This design comes from an exercise in tuning for small area on the open sky130 flow, not from production work.
In this exercise RTL edits were held to simulation tests only and were not proved equivalent to the original.
The clock port is modelled as an ideal driver, which makes a skipped or thinned clock tree look cheaper than it is; a real chip needs a root buffer or a tree.
Power and IR drop assume default switching activity.

Design zone_color_detector, start of the top module:
module zone_color_detector (
  input  logic        clk,
  input  logic        reset,
  input  logic        frame_start,
  input  logic        pix_valid,
  input  logic [15:0] pix_data,
  input  logic [4:0]  r_min,
  input  logic [5:0]  g_max,
  input  logic [4:0]  b_max,
  input  logic [4:0]  r_minus_g,
  input  logic [4:0]  r_minus_b,
  output logic [8:0]  zone_hit,
  output logic [3:0]  hit_count,
  output logic        result_valid,
  output logic        frame_abort
);
export LEC_CHECK = 0
export CAP_MARGIN = 20
export CORE_MARGIN = 2
export CORE_UTILIZATION = 90
export SLEW_MARGIN = 20
create_clock -name core_clock -period 10.0 [get_ports {clk}]
standard.sh (not shown) runs the stock make flow with config.mk's settings and CLKGATE_MAP_FILE= SYNTH_SCRIPT=/design/flow/synth_recipe.tcl, a recipe that flattens the netlist after the stock synthesis.
==> flow/flow/run.sh <==
#!/bin/bash
# The standard layout (standard.sh), with these changes to how it is made:
#  - ports are buffered with sky130_fd_sc_hd__buf_1 instead of the resizer's
#    default choice;
#  - the clock tree is built by flow/clock_tree.tcl (a root buffer and one
#    buffer per cluster of flip-flops, each sized for its load) in place of
#    TritonCTS, which adds dummy loads and more buffers than needed.
# All tool output goes to standard.log (and ORFS's own logs under orfs/logs).
export BUFFER_PORTS_ARGS="-buffer_cell sky130_fd_sc_hd__buf_1"
export PRE_CTS_TCL="$(pwd)/flow/clock_tree.tcl"
export CT_NBUF=16 CT_SLEW=0.115 CT_ROOT=sky130_fd_sc_hd__clkbuf_8
bash standard.sh > standard.log 2>&1
==> flow/flow/clock_tree.tcl <==
# Small clock tree, built before CTS in place of TritonCTS: the clock port
# drives one root buffer, which drives CT_NBUF clock buffers, each driving
# the flip-flops of one cluster of
# the placement (k-means on the flip-flop positions, seeded by recursive
# median splits). Each buffer is then sized up from CT_CELLS until its
# estimated output slew is below CT_SLEW (ns).
set ct_nbuf 16
if { [info exists ::env(CT_NBUF)] } { set ct_nbuf $::env(CT_NBUF) }
set ct_cells {sky130_fd_sc_hd__clkbuf_2 sky130_fd_sc_hd__clkbuf_4 sky130_fd_sc_hd__clkbuf_8 sky130_fd_sc_hd__clkbuf_16}
if { [info exists ::env(CT_CELLS)] } { set ct_cells $::env(CT_CELLS) }
set ct_slew 0.100
if { [info exists ::env(CT_SLEW)] } { set ct_slew $::env(CT_SLEW) }

proc ct_split { pts n axis } {
  if { $n <= 1 || [llength $pts] < 2 } { return [list $pts] }
  set s [lsort -real -index $axis $pts]
  set na [expr { $n / 2 }]
  set h [expr { ([llength $s] * $na) / $n }]
  set ax [expr { 3 - $axis }]
  return [concat [ct_split [lrange $s 0 [expr { $h - 1 }]] $na $ax] \
                 [ct_split [lrange $s $h end] [expr { $n - $na }] $ax]]
}

proc ct_centre { grp } {
  set sx 0.0; set sy 0.0
  foreach p $grp { set sx [expr { $sx + [lindex $p 1] }]; set sy [expr { $sy + [lindex $p 2] }] }
  return [list [expr { $sx / [llength $grp] }] [expr { $sy / [llength $grp] }]]
}

set ct_block [ord::get_db_block]
set ct_clk [$ct_block findNet clk]
set ct_pts {}
foreach it [$ct_clk getITerms] {
  set bb [[$it getInst] getBBox]
  lappend ct_pts [list $it [expr { ([$bb xMin] + [$bb xMax]) / 2.0 }] [expr { ([$bb yMin] + [$bb yMax]) / 2.0 }]]
}
set ct_groups [ct_split $ct_pts $ct_nbuf 1]
# k-means refinement (Manhattan distance), at most 20 passes
for { set pass 0 } { $pass < 20 } { incr pass } {
  set cs {}
  foreach g $ct_groups { if { [llength $g] > 0 } { lappend cs [ct_centre $g] } }
  set ng {}
  foreach c $cs { lappend ng {} }
  foreach p $ct_pts {
    set best 0; set bd 1e30; set k 0
    foreach c $cs {
      set d [expr { abs([lindex $p 1] - [lindex $c 0]) + abs([lindex $p 2] - [lindex $c 1]) }]
      if { $d < $bd } { set bd $d; set best $k }
      incr k
    }
    lset ng $best [concat [lindex $ng $best] [list $p]]
  }
  set ct_groups $ng
}
puts "clock_tree: [llength $ct_pts] sinks, [llength $ct_groups] buffers"
set ct_master [[ord::get_db] findMaster [lindex $ct_cells 0]]
set ct_bufs {}
set ct_i 0
foreach grp $ct_groups {
  if { [llength $grp] == 0 } { continue }
  set c [ct_centre $grp]
  set buf [odb::dbInst_create $ct_block $ct_master clkbuf_ct_$ct_i]
  set net [odb::dbNet_create $ct_block clknet_ct_$ct_i]
  $net setSigType CLOCK
  [$buf findITerm A] connect $ct_clk
  [$buf findITerm X] connect $net
  foreach p $grp {
    set it [lindex $p 0]
    $it disconnect
    $it connect $net
  }
  $buf setLocation [expr { int([lindex $c 0]) }] [expr { int([lindex $c 1]) }]
  $buf setPlacementStatus PLACED
  lappend ct_bufs clkbuf_ct_$ct_i
  incr ct_i
}
# root buffer at the centre of the leaf buffers
set sx 0.0; set sy 0.0
foreach b $ct_bufs {
  set loc [[$ct_block findInst $b] getLocation]
  set sx [expr { $sx + [lindex $loc 0] }]; set sy [expr { $sy + [lindex $loc 1] }]
}
set ct_root sky130_fd_sc_hd__clkbuf_4
if { [info exists ::env(CT_ROOT)] } { set ct_root $::env(CT_ROOT) }
set root [odb::dbInst_create $ct_block [[ord::get_db] findMaster $ct_root] clkbuf_ct_root]
set rnet [odb::dbNet_create $ct_block clknet_ct_root]
$rnet setSigType CLOCK
foreach b $ct_bufs {
  set it [[$ct_block findInst $b] findITerm A]
  $it disconnect
  $it connect $rnet
}
[$root findITerm A] connect $ct_clk
[$root findITerm X] connect $rnet
$root setLocation [expr { int($sx / [llength $ct_bufs]) }] [expr { int($sy / [llength $ct_bufs]) }]
$root setPlacementStatus PLACED
$ct_clk setSigType CLOCK
set_propagated_clock [all_clocks]
# size each buffer
foreach cell [lrange $ct_cells 1 end] {
  estimate_parasitics -placement
  foreach b $ct_bufs {
    if { [get_property [get_pins $b/X] slew_max] > $ct_slew } {
      replace_cell [get_cells $b] [get_lib_cells $cell]
    }
  }
}
estimate_parasitics -placement
foreach b [concat $ct_bufs clkbuf_ct_root] {
  set inst [$ct_block findInst $b]
  puts "clock_tree: $b [[$inst getMaster] getName] sinks [expr { [llength [[[$inst findITerm X] getNet] getITerms]] - 1 }] slew [get_property [get_pins $b/X] slew_max]"
}

proc clock_tree_synthesis { args } {
  set_propagated_clock [all_clocks]
}
The first run failed in global routing.
==> next run, changes <==
--- a/flow/flow/run.sh
+++ b/flow/flow/run.sh
@@ -9,4 +9,4 @@
 export BUFFER_PORTS_ARGS="-buffer_cell sky130_fd_sc_hd__buf_1"
 export PRE_CTS_TCL="$(pwd)/flow/clock_tree.tcl"
-export CT_NBUF=16 CT_SLEW=0.115 CT_ROOT=sky130_fd_sc_hd__clkbuf_8
+export CT_NBUF=16 CT_SLEW=0.110 CT_ROOT=sky130_fd_sc_hd__clkbuf_8
 bash standard.sh > standard.log 2>&1
--- a/flow/config.mk
+++ b/flow/config.mk
@@ -8,4 +8,4 @@
 export CAP_MARGIN = 20
 export CORE_MARGIN = 2
-export CORE_UTILIZATION = 90
+export CORE_UTILIZATION = 60
 export SLEW_MARGIN = 20
Outcome:
- The new run produced a clean layout
- synthesized area does not change
- synthesized cell count does not change
==> next run, changes <==
==> flow/flow/run.sh (replaced) <==
#!/bin/bash
# The standard layout (standard.sh), with these changes to how it is made:
#  - ports are buffered with sky130_fd_sc_hd__buf_1 instead of the resizer's
#    default choice;
#  - the clock tree is built by flow/clock_tree.tcl (a root buffer and one
#    buffer per cluster of flip-flops, each sized for its load) in place of
#    TritonCTS, which adds dummy loads and more buffers than needed;
#  - after CTS, flow/recover.tcl sizes down gates with slack to spare.
# All tool output goes to standard.log (and ORFS's own logs under orfs/logs).
export BUFFER_PORTS_ARGS="-buffer_cell sky130_fd_sc_hd__buf_1"
export PRE_CTS_TCL="$(pwd)/flow/clock_tree.tcl"
export POST_CTS_TCL="$(pwd)/flow/recover.tcl"
export CT_NBUF=16 CT_SLEW=0.115 CT_ROOT=sky130_fd_sc_hd__clkbuf_8
bash standard.sh > standard.log 2>&1
==> flow/flow/recover.tcl (new file) <==
# Sourced after CTS (POST_CTS_TCL): size down gates that have timing slack to
# spare (the resizer's power recovery, which also saves area), then legalize.
set_propagated_clock [all_clocks]
estimate_parasitics -placement
repair_timing -recover_power 100
detailed_placement
check_placement -verbose
--- a/flow/config.mk
+++ b/flow/config.mk
@@ -8,4 +8,4 @@
 export CAP_MARGIN = 20
 export CORE_MARGIN = 2
-export CORE_UTILIZATION = 60
+export CORE_UTILIZATION = 75
 export SLEW_MARGIN = 20
=> Cell count decreases by a few percent; setup slack degrades by 27 ps; clock skew falls by 20 ps; combinational power rises by a few percent; area after synthesis is unchanged; worst hold slack is better by 3.8 ps; cell area shrinks slightly; global-route usage grows by 5.0 points.
==> next run, changes <==
--- a/flow/flow/run.sh
+++ b/flow/flow/run.sh
@@ -6,9 +6,11 @@
 #    buffer per cluster of flip-flops, each sized for its load) in place of
 #    TritonCTS, which adds dummy loads and more buffers than needed;
-#  - after CTS, flow/recover.tcl sizes down gates with slack to spare.
+#  - the buffers that synthesis (abc) inserted are removed at floorplan
+#    (REMOVE_ABC_BUFFERS), and global placement is not timing-driven, so
+#    the resizer's repair after placement alone buffers what needs it.
 # All tool output goes to standard.log (and ORFS's own logs under orfs/logs).
 export BUFFER_PORTS_ARGS="-buffer_cell sky130_fd_sc_hd__buf_1"
+export REMOVE_ABC_BUFFERS=1
 export PRE_CTS_TCL="$(pwd)/flow/clock_tree.tcl"
-export POST_CTS_TCL="$(pwd)/flow/recover.tcl"
 export CT_NBUF=16 CT_SLEW=0.115 CT_ROOT=sky130_fd_sc_hd__clkbuf_8
 bash standard.sh > standard.log 2>&1
--- a/flow/config.mk
+++ b/flow/config.mk
@@ -9,3 +9,4 @@
 export CORE_MARGIN = 2
 export CORE_UTILIZATION = 75
+export GPL_TIMING_DRIVEN = 0
 export SLEW_MARGIN = 20
removed: flow/flow/recover.tcl
Outcome: Global-route usage grows by 1.3 points. Synthesized area does not change. Routed wire length grows by 5.5%.
==> next run, changes <==
==> flow/flow/run.sh (replaced) <==
#!/bin/bash
# The standard layout (standard.sh), with these changes to how it is made:
#  - ports are buffered with sky130_fd_sc_hd__buf_1 instead of the resizer's
#    default choice;
#  - the clock tree is built by flow/clock_tree.tcl (a root buffer and one
#    buffer per cluster of flip-flops, each sized for its load) in place of
#    TritonCTS, which adds dummy loads and more buffers than needed;
#  - after CTS, flow/recover.tcl sizes down gates with slack to spare.
# All tool output goes to standard.log (and ORFS's own logs under orfs/logs).
export BUFFER_PORTS_ARGS="-buffer_cell sky130_fd_sc_hd__buf_1"
export PRE_CTS_TCL="$(pwd)/flow/clock_tree.tcl"
export POST_CTS_TCL="$(pwd)/flow/recover.tcl"
export CT_NBUF=16 CT_SLEW=0.115 CT_ROOT=sky130_fd_sc_hd__clkbuf_8
bash standard.sh > standard.log 2>&1
==> flow/flow/recover.tcl (new file) <==
# Sourced after CTS (POST_CTS_TCL): size down gates that have timing slack to
# spare (the resizer's power recovery, which also saves area), then legalize.
set_propagated_clock [all_clocks]
estimate_parasitics -placement
repair_timing -recover_power 100
detailed_placement
check_placement -verbose
--- a/flow/config.mk
+++ b/flow/config.mk
@@ -8,5 +8,5 @@
 export CAP_MARGIN = 20
 export CORE_MARGIN = 2
-export CORE_UTILIZATION = 75
+export CORE_UTILIZATION = 60
 export GPL_TIMING_DRIVEN = 0
 export SLEW_MARGIN = 20
The new run produced a clean layout.
Flip-flop and latch count stays the same.
Area after synthesis does not change.
Routed wire length decreases by 2.1%.
Cell count increases by 7.4%.
Worst setup slack improved by 400 ps.
First-iteration DRC count decreases by 11%.
Via count decreases by 2.0%.
The clock cells of the second, third, fourth and fifth runs of this note come from the design's own scripts or RTL, not from TritonCTS.

==> re-timing with driven ports <==
The results above use ideal ports. As a check the final layouts listed here were re-extracted and re-timed, cells and wires unchanged.
Step 1 (the two cells are an assumption about what drives the block):
set clk [get_ports {clk}]
set_driving_cell -lib_cell sky130_fd_sc_hd__clkbuf_16 $clk
set_driving_cell -lib_cell sky130_fd_sc_hd__buf_2 [delete_from_list [all_inputs] $clk]
Step 2, shift: input delay + t, output delay - t, t = (earliest + latest rising clock arrival at the registers) / 2. This alone moves slack from input paths to output paths.
Three values: no drivers, after step 1, after step 2; two values: the first two.
run	t, ns	slack for setup (ns)	worst setup path after step 2	pins driven straight from the clock port
the second run	0.469	2.469 / 2.481 / 2.012	input to register	1
the third run	0.469	2.441 / 2.453 / 1.984	input to register	1
the fourth run	0.478	2.143 / 2.158 / 1.680	input to register	1
the fifth run	0.479	2.543 / 2.556 / 2.077	input to register	1
After both steps setup and hold are still met in every run listed. For the fifth run, which loses most, drivers alone change the setup slack by +0.013 ns; drivers and shift together by -0.466 ns.
